Source: an optimization exercise on an open RTL-to-GDS flow (aim: small area, a short achievable clock period and few clock cycles per item). Production flows keep margins and buffers that such runs may drop. Power and IR drop assume default switching activity.

Setup of run A:
## word_tokenizer_fnv1a_hasher_top
module word_tokenizer_fnv1a_hasher_top #(
  parameter int unsigned LENGTH_WIDTH = wtok_pkg::LENGTH_WIDTH_DEF
) (
  input  logic   clk,
  input  logic   rst,
  input  logic   byte_valid,
  output logic   byte_ready,
  input  wtok_pkg::byte_t  byte_data,
  output logic   token_valid,
  input  logic   token_ready,
  output wtok_pkg::token_t token_data
);
Size in the first run: about 720 cells after synthesis, ~66 flip-flops, roughly 65 I/O pins.
==> module word_tokenizer_fnv1a_hasher_top, before the edit <==
module word_tokenizer_fnv1a_hasher_top #(
  parameter int unsigned LENGTH_WIDTH = wtok_pkg::LENGTH_WIDTH_DEF
) (
  input  logic   clk,
  input  logic   rst,
  input  logic   byte_valid,
  output logic   byte_ready,
  input  wtok_pkg::byte_t  byte_data,
  output logic   token_valid,
  input  logic   token_ready,
  output wtok_pkg::token_t token_data
);
  localparam logic [1:0] C_NONE = 2'd0;
  localparam logic [1:0] C_WORD = 2'd1;
  localparam logic [1:0] C_LF   = 2'd2;
  localparam logic [1:0] C_END  = 2'd3;
  logic [1:0]  ib_cls;
  logic [6:0]  xlo_r;       
  logic        ib_b7;
  logic                    in_word;
  logic [31:0]             hash_r;
  logic [LENGTH_WIDTH-1:0] len_r;
  logic                    last_r;
  logic [1:0]  e_pre;
  logic        w_own;
  logic        e_post;
  logic        rdy_nt;
  logic        rdy_t;
  logic        e_front;
  logic        take;
  logic        ok;
  logic        hash_upd;
  logic        word_end;
  logic        byte_xfer;
  logic        in_space;
  logic [1:0]  in_cls;
  logic [31:0] hash_sel;
  logic [31:0] mix_in;
  logic [31:0] mix_out;
  logic [31:0] mixed;
  logic [1:0]  ib_cls_n;
  logic        in_word_n;
  logic [1:0]  e_pre_n;
  logic        w_own_n;
  logic        e_post_n;
  logic        ok_nt_n;
  logic        ok_t_n;
  logic [6:0]  in_low;
  logic [6:0]  hlo_n;
  logic [6:0]  xlo_n;
  assign e_front     = (e_pre != 2'd0);
  assign token_valid = e_front || w_own;
  assign take        = token_valid && token_ready;
  assign token_data.word_hash   = e_front ? EOS_HASH : hash_r;
  assign token_data.word_length = e_front ? EOS_LENGTH : 16'(len_r);
  assign token_data.is_eos      = e_front;
  assign token_data.last        = e_front || last_r;
  assign byte_ready = rdy_nt || (token_ready && rdy_t);
  assign byte_xfer  = byte_valid && byte_ready;
  wtok_room u_room (
    .cls(ib_cls), .in_word(in_word), .e_pre(e_pre), .w_own(w_own),
    .e_post(e_post), .take(take), .ok(ok)
  );
  always_comb begin
    hash_upd = (ib_cls == C_WORD) && ok;
    word_end = ok && in_word && ib_cls[1];
    in_space = (byte_data.data_byte == CHR_SP)  || (byte_data.data_byte == CHR_LF) ||
               (byte_data.data_byte == CHR_CR)  || (byte_data.data_byte == CHR_TAB) ||
               (byte_data.data_byte == CHR_VT)  || (byte_data.data_byte == CHR_FF) ||
               (byte_data.data_byte == CHR_NUL);
    if (byte_data.end_of_input)                 in_cls = C_END;
    else if (byte_data.data_byte == CHR_LF)     in_cls = C_LF;
    else if (in_space)                          in_cls = C_END;
    else                                        in_cls = C_WORD;
    if (byte_xfer)   ib_cls_n = in_cls;
    else if (ok)     ib_cls_n = C_NONE;
    else             ib_cls_n = ib_cls;
    e_pre_n   = e_pre;
    w_own_n   = w_own;
    e_post_n  = e_post;
    in_word_n = in_word;
    if (take) begin
      if (e_front) begin
        e_pre_n = e_pre - 2'd1;
      end else begin
        w_own_n  = 1'b0;
        e_pre_n  = {1'b0, e_post};
        e_post_n = 1'b0;
      end
    end
    if (ok) begin
      case (ib_cls)
        C_WORD: in_word_n = 1'b1;
        C_LF: begin
          in_word_n = 1'b0;
          if (in_word) begin
            w_own_n  = 1'b1;
            e_post_n = 1'b1;
          end else if (w_own_n) begin
            e_post_n = 1'b1;
          end else begin
            e_pre_n  = e_pre_n + 2'd1;
          end
        end
        C_END: begin
          in_word_n = 1'b0;
          if (in_word) w_own_n = 1'b1;
        end
        default: ;
      endcase
    end
    hash_sel = in_word ? hash_r : FNV_BASIS;
    mix_in   = {hash_sel[31:7], xlo_r};
    mixed    = mix_out ^ {32{ib_b7}};
    in_low   = byte_data.data_byte[6:0] ^ {7{byte_data.data_byte[7]}};
    hlo_n    = hash_upd ? mixed[6:0] : hash_r[6:0];
    xlo_n    = (in_word_n ? hlo_n : FNV_BASIS[6:0]) ^ in_low;
  end
  fnv_mul u_mul (.x(mix_in), .e(ib_b7), .y(mix_out));
  wtok_room u_room_nt (
    .cls(ib_cls_n), .in_word(in_word_n), .e_pre(e_pre_n), .w_own(w_own_n),
    .e_post(e_post_n), .take(1'b0), .ok(ok_nt_n)
  );
  wtok_room u_room_t (
    .cls(ib_cls_n), .in_word(in_word_n), .e_pre(e_pre_n), .w_own(w_own_n),
    .e_post(e_post_n), .take(1'b1), .ok(ok_t_n)
  );
  always_ff @(posedge clk) begin
    if (rst) begin
      ib_cls  <= C_NONE;
      in_word <= 1'b0;
      e_pre   <= 2'd0;
      w_own   <= 1'b0;
      e_post  <= 1'b0;
      rdy_nt  <= 1'b1;
      rdy_t   <= 1'b1;
    end else begin
      ib_cls  <= ib_cls_n;
      in_word <= in_word_n;
      e_pre   <= e_pre_n;
      w_own   <= w_own_n;
      e_post  <= e_post_n;
      rdy_nt  <= (ib_cls_n == C_NONE) || ok_nt_n;
      rdy_t   <= (ib_cls_n == C_NONE) || ((e_pre_n != 2'd0 || w_own_n) && ok_t_n);
    end
  end
  always_ff @(posedge clk) begin
    if (byte_xfer) begin
      xlo_r  <= xlo_n;
      ib_b7  <= byte_data.data_byte[7];
    end
  end
  always_ff @(posedge clk) begin
    if (hash_upd) begin
      hash_r <= mixed;
      if (!in_word) begin
        len_r <= LENGTH_WIDTH'(1);
      end else if (len_r != '1) begin
        len_r <= len_r + LENGTH_WIDTH'(1);
      end
    end
    if (word_end) begin
      last_r <= (ib_cls == C_END);
    end
  end
endmodule
Settings: LEC_CHECK=0, CAP_MARGIN=20, CORE_MARGIN=2, CORE_UTILIZATION=40, SETUP_SLACK_MARGIN=1.5, SLEW_MARGIN=20; clock period 6.5 ns.
run.sh (not shown) runs the stock make flow with config.mk's settings and CLKGATE_MAP_FILE= SYNTH_SCRIPT=/design/flow/synth_recipe.tcl, a recipe that flattens the netlist after the stock synthesis.
Run A closes out successfully: all stages finished, all timing, DRC and antenna checks passed.
> inputs changed (run A -> run B)
-- flow/design.v --
<<< run A, line 80
  localparam logic [1:0] C_END  = 2'd3;
  logic [1:0]  ib_cls;
  logic [6:0]  xlo_r;       
  logic        ib_b7;
  logic                    in_word;
>>> run B, line 80
  localparam logic [1:0] C_END  = 2'd3;
  logic [1:0]  ib_cls;
  logic [6:0]  ib_low;      
  logic        ib_b7;
  logic                    in_word;
<<< run A, line 110
  logic        ok_nt_n;
  logic        ok_t_n;
  logic [6:0]  in_low;
  logic [6:0]  hlo_n;
  logic [6:0]  xlo_n;
  assign e_front     = (e_pre != 2'd0);
  assign token_valid = e_front || w_own;
>>> run B, line 110
  logic        ok_nt_n;
  logic        ok_t_n;
  assign e_front     = (e_pre != 2'd0);
  assign token_valid = e_front || w_own;
<<< run A, line 175
    end
    hash_sel = in_word ? hash_r : FNV_BASIS;
    mix_in   = {hash_sel[31:7], xlo_r};
    mixed    = mix_out ^ {32{ib_b7}};
    in_low   = byte_data.data_byte[6:0] ^ {7{byte_data.data_byte[7]}};
    hlo_n    = hash_upd ? mixed[6:0] : hash_r[6:0];
    xlo_n    = (in_word_n ? hlo_n : FNV_BASIS[6:0]) ^ in_low;
  end
  fnv_mul u_mul (.x(mix_in), .e(ib_b7), .y(mix_out));
>>> run B, line 172
    end
    hash_sel = in_word ? hash_r : FNV_BASIS;
    mix_in   = hash_sel ^ {25'd0, ib_low};
    mixed    = mix_out ^ {32{ib_b7}};
  end
  fnv_mul u_mul (.x(mix_in), .e(ib_b7), .y(mix_out));
<<< run A, line 211
  always_ff @(posedge clk) begin
    if (byte_xfer) begin
      xlo_r  <= xlo_n;
      ib_b7  <= byte_data.data_byte[7];
    end
>>> run B, line 205
  always_ff @(posedge clk) begin
    if (byte_xfer) begin
      ib_low <= byte_data.data_byte[6:0] ^ {7{byte_data.data_byte[7]}};
      ib_b7  <= byte_data.data_byte[7];
    end
Results
- Relative to run A, count of clock-buffer cells in the layout has gone down in run B.
- Run A → run B: starting density of the core has increased, sequential cell area share up 0.40 points.
- Per the final summary, run B finished and its layout is clean on timing, DRC and antenna.
- Per the comparison of run B with run A, overall die area went down 3.0%, count of fill cells added during filler insertion dropped 37, total power lost 4.3%, synthesized cell count has decreased.
- Cell area reported after detailed placement, run B vs run A: down by a few percent
- Portion of the clock cycle consumed by the worst path in the final layout in run B is 1.1 points below run A.
- Clock power went up by a few percent going from run A to run B.
- Delta(critical path buffer and inverter count, run B - run A) > 0
- Combinational share of power: lower on run B
- Sort run B and run A by maximum frequency, ascending, and run A comes first.
- Re total number of vias: run A was higher than run B.
No functional check of the RTL was part of any run of this note.

==> static timing again, ports no longer ideal <==
The results above use ideal ports. As a check the final layouts listed here were re-extracted and re-timed, cells and wires unchanged.
Step 1 assumes that a clkbuf_16 drives the clock port and a buf_2 every other input.
Step 2 also shifts input and output timing later by t, the mid clock arrival at the registers, as if the neighbouring blocks saw the same clock.
Three values: no drivers, after step 1, after step 2; two values: the first two.
| run | t (ns) | setup slack, ns | worst setup path after step 2 | slew at the worst register clock pin (ns) |
|---|---|---|---|---|
| run A | 0.372 | 1.728 / 1.728 / 1.728 | register to register | 0.06 / 0.06 |
| run B | 0.381 | 1.798 / 1.798 / 1.798 | register to register | 0.06 / 0.06 |
After both steps every run listed still meets setup and hold.
